What follows belongs to an exercise in optimizing a design on an open flow for small area; a production flow would make more cautious choices. The RTL was checked by simulation tests, not by an equivalence proof against the original design.

Design skin_box_top, start of the top module:
module skin_box_top
#(
    parameter int FRAME_WIDTH = skin_box_pkg::DEF_FRAME_WIDTH,
    parameter int TILE_WIDTH  = skin_box_pkg::DEF_TILE_WIDTH,
    parameter int TILE_HEIGHT = skin_box_pkg::DEF_TILE_HEIGHT
) (
    input  logic    pclk,
    input  logic    reset,
    input  logic    vsync,
    input  logic    href,
    input  logic    config_done,
    input  logic [7:0] cam_data,
    output logic [9:0]  x_coord,
    output logic [9:0]  y_coord,
    output logic    skin_wide,
    output logic    box_hit,
    output logic [skin_box_pkg::NUM_REGIONS*10-1:0] box_min_x,
    output logic [skin_box_pkg::NUM_REGIONS*10-1:0] box_max_x,
    output logic [skin_box_pkg::NUM_REGIONS*10-1:0] box_min_y,
    output logic [skin_box_pkg::NUM_REGIONS*10-1:0] box_max_y
);
Size: about 1400 cells after synthesis, roughly 520 I/O pins.
==> flow/config.mk <==
export PLATFORM = sky130hd
export DESIGN_NAME = skin_box_top
export DESIGN_NICKNAME = skin_box_top
export VERILOG_FILES = /design/flow/design.v
export SDC_FILE = /design/flow/constraint.sdc
export NUM_CORES = 4
export LEC_CHECK = 0
export CAP_MARGIN = 0
export CORE_MARGIN = 2
export CORE_UTILIZATION = 40
export SLEW_MARGIN = 0
==> flow/constraint.sdc <==
create_clock -name core_clock -period 8.0 [get_ports {pclk}]
set_input_delay 1.6000 -clock core_clock [delete_from_list [all_inputs] [get_ports {pclk}]]
set_output_delay 1.6000 -clock core_clock [all_outputs]
set_load 0.01 [all_outputs]
standard.sh (not shown) runs the stock make flow with config.mk's settings and CLKGATE_MAP_FILE= SYNTH_SCRIPT=/design/flow/synth_recipe.tcl, a recipe that flattens the netlist after the stock synthesis.
==> flow/flow/run.sh <==
#!/bin/bash
# Layout flow: the standard synthesis, then its combinational gates are re-mapped
# for area (flow/resynth.tcl; flip-flops untouched), then the standard ORFS
# flow from floorplan on, with the port buffers in the smallest buffer cell.
set -euo pipefail
W=$(pwd)
R=$W/orfs/results/$FLOW_PLATFORM/skin_box_top/base
bash standard.sh synth > make_synth.log 2>&1
cp "$R/1_2_yosys.v" "$W/std_1_2_yosys.v"
RESYN_LIB=$FLOW_HOME/platforms/sky130hd/lib/sky130_fd_sc_hd__tt_025C_1v80.lib \
RESYN_IN=$W/std_1_2_yosys.v RESYN_OUT=$R/1_2_yosys.v RESYN_TOP=$FLOW_TOP \
RESYN_DIR=$W RESYN_ABC=$W/flow/area.abc \
  "${YOSYS_EXE:-yosys}" -c flow/resynth.tcl > resynth.log 2>&1
rm -f "$R/1_synth.odb" "$R/1_synth.sdc"
bash standard.sh BUFFER_PORTS_ARGS="-buffer_cell sky130_fd_sc_hd__buf_1" CTS_ARGS="-sink_clustering_enable -repair_clock_nets -sink_clustering_size 8 -sink_clustering_max_diameter 50 -buf_list sky130_fd_sc_hd__clkbuf_4 -dont_use_dummy_load" finish > make_finish.log 2>&1
==> flow/flow/area.abc <==
strash
&get -n
&st
&deepsyn -T 120
&dch
&nf -R 1000
&put
strash
&get -n
&dch
&nf -R 1000
&put
==> flow/flow/resynth.tcl <==
# Re-map the combinational logic of the standard synthesis netlist for area.
# The flip-flops are kept as they are (same instances, names and cells);
# only the gates between them are rebuilt by ABC with an area-oriented script.
yosys -import
set lib $::env(RESYN_LIB)
set in  $::env(RESYN_IN)
set out $::env(RESYN_OUT)
read_liberty -ignore_miss_func $lib
# sequential and special cells stay black boxes
blackbox sky130_fd_sc_hd__df* sky130_fd_sc_hd__sdf* sky130_fd_sc_hd__edf* sky130_fd_sc_hd__sedf* sky130_fd_sc_hd__dl*
read_verilog $in
hierarchy -top $::env(RESYN_TOP)
flatten
# the pins of the flattened gates must not name the nets
yosys rename -hide w:_*_.*
opt -purge
tee -o $::env(RESYN_DIR)/stat_before.txt stat -liberty $lib
set dont_use {}
foreach p {sky130_fd_sc_hd__fa_* sky130_fd_sc_hd__ha_* sky130_fd_sc_hd__fah* sky130_fd_sc_hd__probe_p_8 sky130_fd_sc_hd__probec_p_8 sky130_fd_sc_hd__lpflow_*} { lappend dont_use -dont_use $p }
abc -script $::env(RESYN_ABC) -liberty $lib {*}$dont_use
read_liberty -lib -ignore_redef $lib
opt_clean -purge
splitnets
opt_clean -purge
hilomap -hicell sky130_fd_sc_hd__conb_1 HI -locell sky130_fd_sc_hd__conb_1 LO
opt_clean -purge
tee -o $::env(RESYN_DIR)/stat_after.txt stat -liberty $lib
check -assert
write_verilog -noattr -nohex -nodec $out
Change:
--- a/flow/flow/run.sh
+++ b/flow/flow/run.sh
@@ -15 +15 @@
-bash standard.sh BUFFER_PORTS_ARGS="-buffer_cell sky130_fd_sc_hd__buf_1" CTS_ARGS="-sink_clustering_enable -repair_clock_nets -sink_clustering_size 8 -sink_clustering_max_diameter 50 -buf_list sky130_fd_sc_hd__clkbuf_4 -dont_use_dummy_load" finish > make_finish.log 2>&1
+bash standard.sh DONT_USE_CELLS="sky130_fd_sc_hd__probe_p_8 sky130_fd_sc_hd__probec_p_8 sky130_fd_sc_hd__lpflow_bleeder_1 sky130_fd_sc_hd__lpflow_clkbufkapwr_1 sky130_fd_sc_hd__lpflow_clkbufkapwr_16 sky130_fd_sc_hd__lpflow_clkbufkapwr_2 sky130_fd_sc_hd__lpflow_clkbufkapwr_4 sky130_fd_sc_hd__lpflow_clkbufkapwr_8 sky130_fd_sc_hd__lpflow_clkinvkapwr_1 sky130_fd_sc_hd__lpflow_clkinvkapwr_16 sky130_fd_sc_hd__lpflow_clkinvkapwr_2 sky130_fd_sc_hd__lpflow_clkinvkapwr_4 sky130_fd_sc_hd__lpflow_clkinvkapwr_8 sky130_fd_sc_hd__lpflow_decapkapwr_12 sky130_fd_sc_hd__lpflow_decapkapwr_3 sky130_fd_sc_hd__lpflow_decapkapwr_4 sky130_fd_sc_hd__lpflow_decapkapwr_6 sky130_fd_sc_hd__lpflow_decapkapwr_8 sky130_fd_sc_hd__lpflow_inputiso0n_1 sky130_fd_sc_hd__lpflow_inputiso0p_1 sky130_fd_sc_hd__lpflow_inputiso1n_1 sky130_fd_sc_hd__lpflow_inputiso1p_1 sky130_fd_sc_hd__lpflow_inputisolatch_1 sky130_fd_sc_hd__lpflow_isobufsrc_1 sky130_fd_sc_hd__lpflow_isobufsrc_16 sky130_fd_sc_hd__lpflow_isobufsrc_2 sky130_fd_sc_hd__lpflow_isobufsrc_4 sky130_fd_sc_hd__lpflow_isobufsrc_8 sky130_fd_sc_hd__lpflow_isobufsrckapwr_16 sky130_fd_sc_hd__lpflow_lsbuf_lh_hl_isowell_tap_1 sky130_fd_sc_hd__lpflow_lsbuf_lh_hl_isowell_tap_2 sky130_fd_sc_hd__lpflow_lsbuf_lh_hl_isowell_tap_4 sky130_fd_sc_hd__lpflow_lsbuf_lh_isowell_4 sky130_fd_sc_hd__lpflow_lsbuf_lh_isowell_tap_1 sky130_fd_sc_hd__lpflow_lsbuf_lh_isowell_tap_2 sky130_fd_sc_hd__lpflow_lsbuf_lh_isowell_tap_4 sky130_fd_sc_hd__fill_1 sky130_fd_sc_hd__fill_2 sky130_fd_sc_hd__fill_4 sky130_fd_sc_hd__fill_8  sky130_fd_sc_hd__buf_4 sky130_fd_sc_hd__buf_6 sky130_fd_sc_hd__buf_8 sky130_fd_sc_hd__buf_12 sky130_fd_sc_hd__buf_16" BUFFER_PORTS_ARGS="-buffer_cell sky130_fd_sc_hd__buf_1" CTS_ARGS="-sink_clustering_enable -repair_clock_nets -sink_clustering_size 8 -sink_clustering_max_diameter 50 -buf_list sky130_fd_sc_hd__clkbuf_4 -dont_use_dummy_load" finish > make_finish.log 2>&1
--- a/flow/config.mk
+++ b/flow/config.mk
@@ -10 +10 @@
-export CORE_UTILIZATION = 40
+export CORE_UTILIZATION = 65
Setup slack gets worse by 260 ps.
First-iteration DRC count is higher by about 50%.
Area after synthesis stays the same.
Maximum frequency is lower by 3.8%.
Sequential cell count stays the same.
Via count went up by 5.7%.

==> separate check: timing with driven ports <==
Ports are ideal in the flow. The routed layouts listed here were re-timed in OpenROAD. Step 1 assumes that a clkbuf_16 drives the clock port and a buf_2 every other input. Step 2 adds t to the input delays and takes it off the output delays; t is the mean of the earliest and latest rising clock arrival at the registers after step 1. Input paths then give back, and output paths get back, about the clock's delay inside the block. a / b / c = ideal / step 1 / step 2; a / b = the first two.
run	t, ns	setup slack, ns	worst setup path at the end	latest minus earliest clock arrival (ns)	worst register clock-pin slew, ns
the first run	0.873	1.425 / 1.425 / 1.425	register to register	0.085 / 0.084	0.11 / 0.11
the second run	0.770	1.168 / 1.168 / 1.168	register to register	0.056 / 0.055	0.10 / 0.10
After both steps setup and hold are still met in every run listed.
